Source: an optimization exercise on an open RTL-to-GDS flow (aim: small area, a short achievable clock period and few clock cycles). Production flows keep margins and buffers that such runs may drop. Function was checked by simulation only, so behaviour that the tests miss may differ from the original. No activity file was given, so power comes from the tool's default toggle rates.

==> exp/amber: inputs <==
==> flow/design.v (excerpt) <==
module ram_hs
#(
  parameter int WIDTH       = 8,
  parameter int ADDR_W      = 8,
  parameter int WAIT_STATES = 2
) (
  input  logic              clk,
  input  logic              reset,
  input  logic              req,
  input  logic              we,
  input  logic [ADDR_W-1:0] adr,
  input  logic [WIDTH-1:0]  writedata,
  output logic [WIDTH-1:0]  memdata,
  output logic              ready,
  output logic              busy
);
==> module ram_hs_array, before the edit <==
module ram_hs_array
#(
  parameter int WIDTH  = 8,
  parameter int ADDR_W = 8
) (
  input  logic              clk,
  input  logic              clr,
  input  logic              we,
  input  logic [ADDR_W-1:0] adr,
  input  logic [WIDTH-1:0]  wdata,
  output logic [WIDTH-1:0]  rdata
);
  localparam int DEPTH = 1 << ADDR_W;
  logic [WIDTH-1:0] mem_r [DEPTH];
  logic [WIDTH-1:0] wd_s;
  assign wd_s = clr ? {WIDTH{1'b0}} : wdata;
  for (genvar i = 0; i < DEPTH; i++) begin : g_word
    always_ff @(posedge clk) begin
      if (clr || (we && adr == ADDR_W'(i))) mem_r[i] <= wd_s;
    end
  end
  assign rdata = mem_r[adr];
endmodule
==> module ram_hs, before the edit <==
module ram_hs
#(
  parameter int WIDTH       = 8,
  parameter int ADDR_W      = 8,
  parameter int WAIT_STATES = 2
) (
  input  logic              clk,
  input  logic              reset,
  input  logic              req,
  input  logic              we,
  input  logic [ADDR_W-1:0] adr,
  input  logic [WIDTH-1:0]  writedata,
  output logic [WIDTH-1:0]  memdata,
  output logic              ready,
  output logic              busy
);
  generate
    if (!ram_hs_pkg::wait_states_ok(WAIT_STATES)) begin : g_bad_wait_states
      $error("ram_hs: WAIT_STATES must be within 0..15");
    end
  endgenerate
  logic              clr_r, v_r, we_r, ready_r;
  logic [ADDR_W-1:0] adr_r;
  logic [WIDTH-1:0]  wd_r, memdata_r, rdata_s;
  always_ff @(posedge clk) begin
    clr_r <= reset;
    v_r   <= req && !reset;
    we_r  <= we;
    adr_r <= adr;
    wd_r  <= writedata;
  end
  ram_hs_array #(
    .WIDTH  (WIDTH),
    .ADDR_W (ADDR_W)
  ) u_array (
    .clk   (clk),
    .clr   (clr_r),
    .we    (v_r && we_r),
    .adr   (adr_r),
    .wdata (wd_r),
    .rdata (rdata_s)
  );
  always_ff @(posedge clk) begin
    ready_r   <= v_r && !reset;
    memdata_r <= we_r ? wd_r : rdata_s;
  end
  assign memdata = memdata_r;
  assign ready   = ready_r;
  assign busy    = 1'b0;
endmodule
Settings: LEC_CHECK=0, CAP_MARGIN=20, CORE_MARGIN=2, CORE_UTILIZATION=40, SLEW_MARGIN=20; clock period 8.0 ns.
run.sh (not shown) runs the stock make flow with config.mk's settings and CLKGATE_MAP_FILE= SYNTH_SCRIPT=/design/flow/synth_recipe.tcl, a recipe that flattens the netlist after the stock synthesis.
==> inputs of exp/willow, as changes to exp/amber <==
==> flow/design.v (replaced) <==
package ram_hs_pkg;
  localparam int CNT_W           = 4;
  localparam int MAX_WAIT_STATES = (1 << CNT_W) - 1;
  function automatic bit wait_states_ok(input int ws);
    wait_states_ok = (ws >= 0) && (ws <= MAX_WAIT_STATES);
  endfunction
endpackage
module ram_hs_array
#(
  parameter int WIDTH  = 8,
  parameter int ADDR_W = 8
) (
  input  logic                 clk,
  input  logic [31:0]          nlo_h,     
  input  logic [15:0]          nwrow,     
  input  logic [15:0]          wsel_h,    
  input  logic [15:0]          wsel_l,    
  input  logic [15:0]          nrow,      
  input  logic [WIDTH-1:0]     wdata_n,   
  input  logic                 wr,        
  output logic [4*WIDTH-1:0]   grp_r      
);
  localparam int DEPTH = 1 << ADDR_W;
  logic [WIDTH-1:0] mem_r [DEPTH];
  logic [WIDTH-1:0] row_s [16];
  logic [WIDTH-1:0] grp_s [4];
  for (genvar i = 0; i < DEPTH; i++) begin : g_word
    logic en, en_n;
    assign en   = !(nwrow[i / 16] || nlo_h[(i / 128) * 16 + i % 16]);
    assign en_n = !(wsel_h[i / 16] && wsel_l[i % 16]);
    always_ff @(posedge clk) begin
      mem_r[i] <= ~((wdata_n | {WIDTH{en_n}}) & (mem_r[i] | {WIDTH{en}}));
    end
  end
  always_comb begin
    for (int r = 0; r < 16; r++) begin
      row_s[r] = {WIDTH{1'b1}};
      for (int l = 0; l < 16; l++)
        row_s[r] = row_s[r] & (mem_r[r * 16 + l] | {WIDTH{nlo_h[(r / 8) * 16 + l]}});
    end
    for (int g = 0; g < 4; g++) begin
      grp_s[g] = (g == 0) ? (wdata_n | {WIDTH{!wr}}) : {WIDTH{1'b1}};
      for (int m = 0; m < 4; m++)
        grp_s[g] = grp_s[g] & (row_s[g * 4 + m] | {WIDTH{nrow[g * 4 + m]}});
    end
  end
  always_ff @(posedge clk) begin
    for (int g = 0; g < 4; g++) grp_r[g*WIDTH +: WIDTH] <= grp_s[g];
  end
endmodule
module ram_hs
#(
  parameter int WIDTH       = 8,
  parameter int ADDR_W      = 8,
  parameter int WAIT_STATES = 2
) (
  input  logic              clk,
  input  logic              reset,
  input  logic              req,
  input  logic              we,
  input  logic [ADDR_W-1:0] adr,
  input  logic [WIDTH-1:0]  writedata,
  output logic [WIDTH-1:0]  memdata,
  output logic              ready,
  output logic              busy
);
  generate
    if (!ram_hs_pkg::wait_states_ok(WAIT_STATES)) begin : g_bad_wait_states
      $error("ram_hs: WAIT_STATES must be within 0..15");
    end
    if (ADDR_W != 8) begin : g_bad_adr_w
      $error("ram_hs: the array is built for ADDR_W 8");
    end
  endgenerate
  logic              clr_r, v_r, we_r, par_r, par_s, wr_s;
  logic              v2_r, ready_r;
  logic [WIDTH-1:0]  wdata_n_r, memdata_r, rd_s;
  logic [31:0]       nlo_h_r;
  logic [15:0]       nwrow_r, wsel_h_r, wsel_l_r;
  logic [15:0]       nrow_r;
  logic [4*WIDTH-1:0] grp_r;
  assign par_s = clr_r ? 1'b0 : !par_r;
  always_ff @(posedge clk) par_r <= par_s;
  assign wr_s = req && we;
  always_ff @(posedge clk) begin
    clr_r <= reset;
    v_r   <= req && !reset;
    we_r  <= we;
    wdata_n_r <= reset ? {WIDTH{1'b1}} : (writedata ^ {WIDTH{par_s}});
  end
  always_ff @(posedge clk) begin
    for (int f = 0; f < 2; f++)
      for (int l = 0; l < 16; l++)
        nlo_h_r[f*16 + l] <= !(reset || (adr[7] == 1'(f) && adr[3:0] == 4'(l)));
    for (int h = 0; h < 16; h++) begin
      nwrow_r[h]  <= !(reset || (wr_s && adr[7:4] == 4'(h)));
      wsel_h_r[h] <= reset || (wr_s && adr[7:4] == 4'(h));
      wsel_l_r[h] <= reset || adr[3:0] == 4'(h);
    end
    for (int r = 0; r < 16; r++) nrow_r[r] <= we || adr[7:4] != 4'(r);
  end
  ram_hs_array #(
    .WIDTH  (WIDTH),
    .ADDR_W (ADDR_W)
  ) u_array (
    .clk     (clk),
    .nlo_h   (nlo_h_r),
    .nwrow   (nwrow_r),
    .wsel_h  (wsel_h_r),
    .wsel_l  (wsel_l_r),
    .nrow    (nrow_r),
    .wdata_n (wdata_n_r),
    .wr      (we_r),
    .grp_r   (grp_r)
  );
  always_ff @(posedge clk) v2_r <= v_r && !reset;
  always_comb begin
    rd_s = {WIDTH{1'b1}};
    for (int g = 0; g < 4; g++) rd_s = rd_s & grp_r[g*WIDTH +: WIDTH];
  end
  always_ff @(posedge clk) begin
    ready_r   <= v2_r && !reset;
    memdata_r <= rd_s ^ {WIDTH{!par_r}};
  end
  assign memdata = memdata_r;
  assign ready   = ready_r;
  assign busy    = 1'b0;
endmodule
==> flow/flow/run.sh (new file) <==
#!/bin/bash
# Layout: the standard flow, with timing repair asked to leave 5.5 ns of
# setup slack at the 8 ns clock (the settings list caps that margin at 5).
# make's output goes to standard.log; ORFS's own per-step logs stay under orfs/logs.
set -euo pipefail
export SETUP_SLACK_MARGIN=5.5
bash standard.sh > standard.log 2>&1
==> flow/standard.sh (new file) <==
#!/bin/bash
# synth_recipe.tcl (not shown) runs the flow's synth.tcl, then flattens the netlist and writes it again
# the make line also repeats each setting of config.mk as NAME=value (left out here)
make -C /OpenROAD-flow-scripts/flow DESIGN_CONFIG=/design/flow/config.mk WORK_HOME=/design/flow/orfs CLKGATE_MAP_FILE= SYNTH_SCRIPT=/design/flow/synth_recipe.tcl "${@:-finish}"
- CORE_UTILIZATION: 40 -> 65
- CTS_CLUSTER_DIAMETER: unset -> 90
- CTS_CLUSTER_SIZE: unset -> 28
removed: flow/run.sh
==> inputs of exp/fjord, as changes to exp/amber <==
==> flow/design.v (replaced) <==
package ram_hs_pkg;
  localparam int CNT_W           = 4;
  localparam int MAX_WAIT_STATES = (1 << CNT_W) - 1;
  function automatic bit wait_states_ok(input int ws);
    wait_states_ok = (ws >= 0) && (ws <= MAX_WAIT_STATES);
  endfunction
endpackage
module ram_hs_array
#(
  parameter int WIDTH  = 8,
  parameter int ADDR_W = 8
) (
  input  logic                 clk,
  input  logic [63:0]          nlo_g,     
  input  logic [15:0]          nwrow,     
  input  logic [15:0]          wsel_h,    
  input  logic [15:0]          wsel_l,    
  input  logic [3:0]           nrow,      
  input  logic [WIDTH-1:0]     wdata_n,   
  output logic [4*WIDTH-1:0]   grp_r      
);
  localparam int DEPTH = 1 << ADDR_W;
  logic [WIDTH-1:0] mem_r [DEPTH];
  logic [WIDTH-1:0] row_s [16];
  logic [WIDTH-1:0] grp_s [4];
  for (genvar i = 0; i < DEPTH; i++) begin : g_word
    logic en, en_n;
    assign en   = !(nwrow[i / 16] || nlo_g[(i / 64) * 16 + i % 16]);
    assign en_n = !(wsel_h[i / 16] && wsel_l[i % 16]);
    always_ff @(posedge clk) begin
      mem_r[i] <= ~((wdata_n | {WIDTH{en_n}}) & (mem_r[i] | {WIDTH{en}}));
    end
  end
  always_comb begin
    for (int r = 0; r < 16; r++) begin
      row_s[r] = {WIDTH{1'b1}};
      for (int l = 0; l < 16; l++)
        row_s[r] = row_s[r] & (mem_r[r * 16 + l] | {WIDTH{nlo_g[(r / 4) * 16 + l]}});
    end
    for (int g = 0; g < 4; g++) begin
      grp_s[g] = {WIDTH{1'b1}};
      for (int m = 0; m < 4; m++)
        grp_s[g] = grp_s[g] & (row_s[g * 4 + m] | {WIDTH{nrow[m]}});
    end
  end
  always_ff @(posedge clk) begin
    for (int g = 0; g < 4; g++) grp_r[g*WIDTH +: WIDTH] <= grp_s[g];
  end
endmodule
module ram_hs
#(
  parameter int WIDTH       = 8,
  parameter int ADDR_W      = 8,
  parameter int WAIT_STATES = 2
) (
  input  logic              clk,
  input  logic              reset,
  input  logic              req,
  input  logic              we,
  input  logic [ADDR_W-1:0] adr,
  input  logic [WIDTH-1:0]  writedata,
  output logic [WIDTH-1:0]  memdata,
  output logic              ready,
  output logic              busy
);
  generate
    if (!ram_hs_pkg::wait_states_ok(WAIT_STATES)) begin : g_bad_wait_states
      $error("ram_hs: WAIT_STATES must be within 0..15");
    end
    if (ADDR_W != 8) begin : g_bad_adr_w
      $error("ram_hs: the array is built for ADDR_W 8");
    end
  endgenerate
  logic              clr_r, v_r, we_r, par_r, par_s, wr_s;
  logic              v2_r, we2_r, par2_r, ready_r;
  logic [WIDTH-1:0]  wdata_n_r, wd2_r, memdata_r, rd_s;
  logic [63:0]       nlo_g_r;
  logic [15:0]       nwrow_r, wsel_h_r, wsel_l_r;
  logic [3:0]        nrow_r;
  logic [4*WIDTH-1:0] grp_r;
  assign par_s = clr_r ? 1'b0 : !par_r;
  always_ff @(posedge clk) par_r <= par_s;
  assign wr_s = req && we;
  always_ff @(posedge clk) begin
    clr_r <= reset;
    v_r   <= req && !reset;
    we_r  <= we;
    wdata_n_r <= reset ? {WIDTH{1'b1}} : (writedata ^ {WIDTH{par_s}});
  end
  always_ff @(posedge clk) begin
    for (int g = 0; g < 4; g++)
      for (int l = 0; l < 16; l++)
        nlo_g_r[g*16 + l] <= !(reset || (adr[7:6] == 2'(g) && adr[3:0] == 4'(l)));
    for (int h = 0; h < 16; h++) begin
      nwrow_r[h]  <= !(reset || (wr_s && adr[7:4] == 4'(h)));
      wsel_h_r[h] <= reset || (wr_s && adr[7:4] == 4'(h));
      wsel_l_r[h] <= reset || adr[3:0] == 4'(h);
    end
    for (int m = 0; m < 4; m++) nrow_r[m] <= adr[5:4] != 2'(m);
  end
  ram_hs_array #(
    .WIDTH  (WIDTH),
    .ADDR_W (ADDR_W)
  ) u_array (
    .clk     (clk),
    .nlo_g   (nlo_g_r),
    .nwrow   (nwrow_r),
    .wsel_h  (wsel_h_r),
    .wsel_l  (wsel_l_r),
    .nrow    (nrow_r),
    .wdata_n (wdata_n_r),
    .grp_r   (grp_r)
  );
  always_ff @(posedge clk) begin
    v2_r   <= v_r && !reset;
    we2_r  <= we_r;
    wd2_r  <= wdata_n_r ^ {WIDTH{par_r}};    
    par2_r <= par_r;
  end
  always_comb begin
    rd_s = {WIDTH{1'b1}};
    for (int g = 0; g < 4; g++) rd_s = rd_s & grp_r[g*WIDTH +: WIDTH];
  end
  always_ff @(posedge clk) begin
    ready_r   <= v2_r && !reset;
    memdata_r <= we2_r ? wd2_r : (rd_s ^ {WIDTH{par2_r}});
  end
  assign memdata = memdata_r;
  assign ready   = ready_r;
  assign busy    = 1'b0;
endmodule
==> flow/flow/run.sh (new file) <==
#!/bin/bash
# Layout: the standard flow, with timing repair asked to leave 5.3 ns of
# setup slack at the 8 ns clock (the settings list caps that margin at 5).
# make's output goes to standard.log; ORFS's own per-step logs stay under orfs/logs.
set -euo pipefail
export SETUP_SLACK_MARGIN=5.3
bash standard.sh > standard.log 2>&1
==> flow/standard.sh (new file) <==
#!/bin/bash
# synth_recipe.tcl (not shown) runs the flow's synth.tcl, then flattens the netlist and writes it again
# the make line also repeats each setting of config.mk as NAME=value (left out here)
make -C /OpenROAD-flow-scripts/flow DESIGN_CONFIG=/design/flow/config.mk WORK_HOME=/design/flow/orfs CLKGATE_MAP_FILE= SYNTH_SCRIPT=/design/flow/synth_recipe.tcl "${@:-finish}"
- CORE_UTILIZATION: 40 -> 55
- CTS_CLUSTER_DIAMETER: unset -> 80
- CTS_CLUSTER_SIZE: unset -> 25
removed: flow/run.sh
==> notes <==
- Combinational power: exp/fjord > exp/willow > exp/amber.
- Sequential share of layout area, highest first: exp/amber, exp/willow, exp/fjord.
- Against exp/fjord, the area after synthesis of exp/willow is lower by 1.5%.
- The highest power belongs to exp/fjord, the lowest to exp/willow.
- Sequential power, highest first: exp/fjord, exp/willow, exp/amber.
- Between exp/amber and exp/fjord, the lower cell area is in exp/fjord (gap about 20%, measured against exp/fjord).
- Non-clock buffer count: exp/amber > exp/fjord > exp/willow.
- In critical path depth, exp/fjord and exp/willow do not differ.
- Of exp/fjord and exp/willow, exp/fjord has the higher synthesized cell count (gap 0.93%, measured against exp/willow).
- Against exp/fjord, the clock power of exp/willow is smaller by about 12%.
==> figures <==
item	exp/amber	exp/willow	exp/fjord
Result of the run	timing/DRC/antenna clean	timing/DRC/antenna clean	timing/DRC/antenna clean
Post-synth net total	4,835	7,111	7,177
Number of buffers inserted to repair setup after CTS	0	6	0
Final estimated routing congestion in global placement	1.14	0.963	0.880
Fin util	46.3%	68.7%	58.1%
Critical R2R Capture	memdata_r[7]	u_array.grp_r[15]	u_array.grp_r[31]
Worst setup path startpoint	adr_r[3]	memdata_r[7]	memdata_r[5]
Max VDD drop	0.248 mV	0.238 mV	0.272 mV
Die outline width	451 µm	336 µm	368 µm
Fmax achieved	166 MHz	360 MHz	358 MHz
Switching power	6.52 mW	7.28 mW	7.84 mW
Layout buffer count excluding clock buffers	342	116	128
Most common cell after layout, fill and taps aside	edfxtp_1	o22ai_1	o22ai_1
Cells after Synth	4,815	7,091	7,157
Synthesized area	79,900 µm²	71,900 µm²	72,900 µm²
Tap cells	2,656	1,476	1,755
Non-clock buffering overhead in the final layout	3.36%	1.82%	1.43%
Layout-to-synthesis area ratio	1.152x	1.045x	1.048x
Required arrival time at the worst endpoint	8740 ps	6400 ps	6400 ps
Fraction of final layout cells sized beyond drive strength 1	14.8%	4.38%	4.47%
Worst Path Arrival	6750 ps	1180 ps	1200 ps
Iteration count of the initial detailed-routing pass	9	6	5
Testbench counts of exp/amber, summed over its fixed seeds: cycles 12,016.
Testbench counts of exp/willow, summed over its fixed seeds: cycles 12,024.
Testbench counts of exp/fjord, summed over its fixed seeds: cycles 12,024.

-- static timing again, ports no longer ideal --
No port has a modelled driver above. Below, the same layouts with a new extraction and two added sets of constraints. Step 1 assumes that a clkbuf_16 drives the clock port and a buf_2 every other input. Step 2 moves the port delays by t, midway between the first and last clock arrival at a register: inputs arrive t later, outputs are due t later. That takes back most of the time a late clock gives input paths. Slacks: no drivers / after step 1 / after step 2; pairs: no drivers / after step 1.
| run | shift t [ns] | setup WS [ns] | latest minus earliest clock arrival (ns) | slew at the worst register clock pin (ns) | worst data-port slew with drivers (ns) |
|---|---|---|---|---|---|
| exp/amber | 0.999 | 1.992 / 1.992 / 1.992 | 0.046 / 0.046 | 0.07 / 0.07 | 0.04 |
| exp/willow | 0.802 | 5.221 / 5.146 / 4.837 | 0.029 / 0.028 | 0.11 / 0.11 | 0.07 |
| exp/fjord | 0.823 | 5.203 / 5.120 / 4.765 | 0.020 / 0.020 | 0.10 / 0.10 | 0.20 |
After both steps setup and hold are still met in every run listed. The setup slack of exp/fjord, which loses most, moves by -0.083 ns with the drivers and by -0.438 ns with both steps.
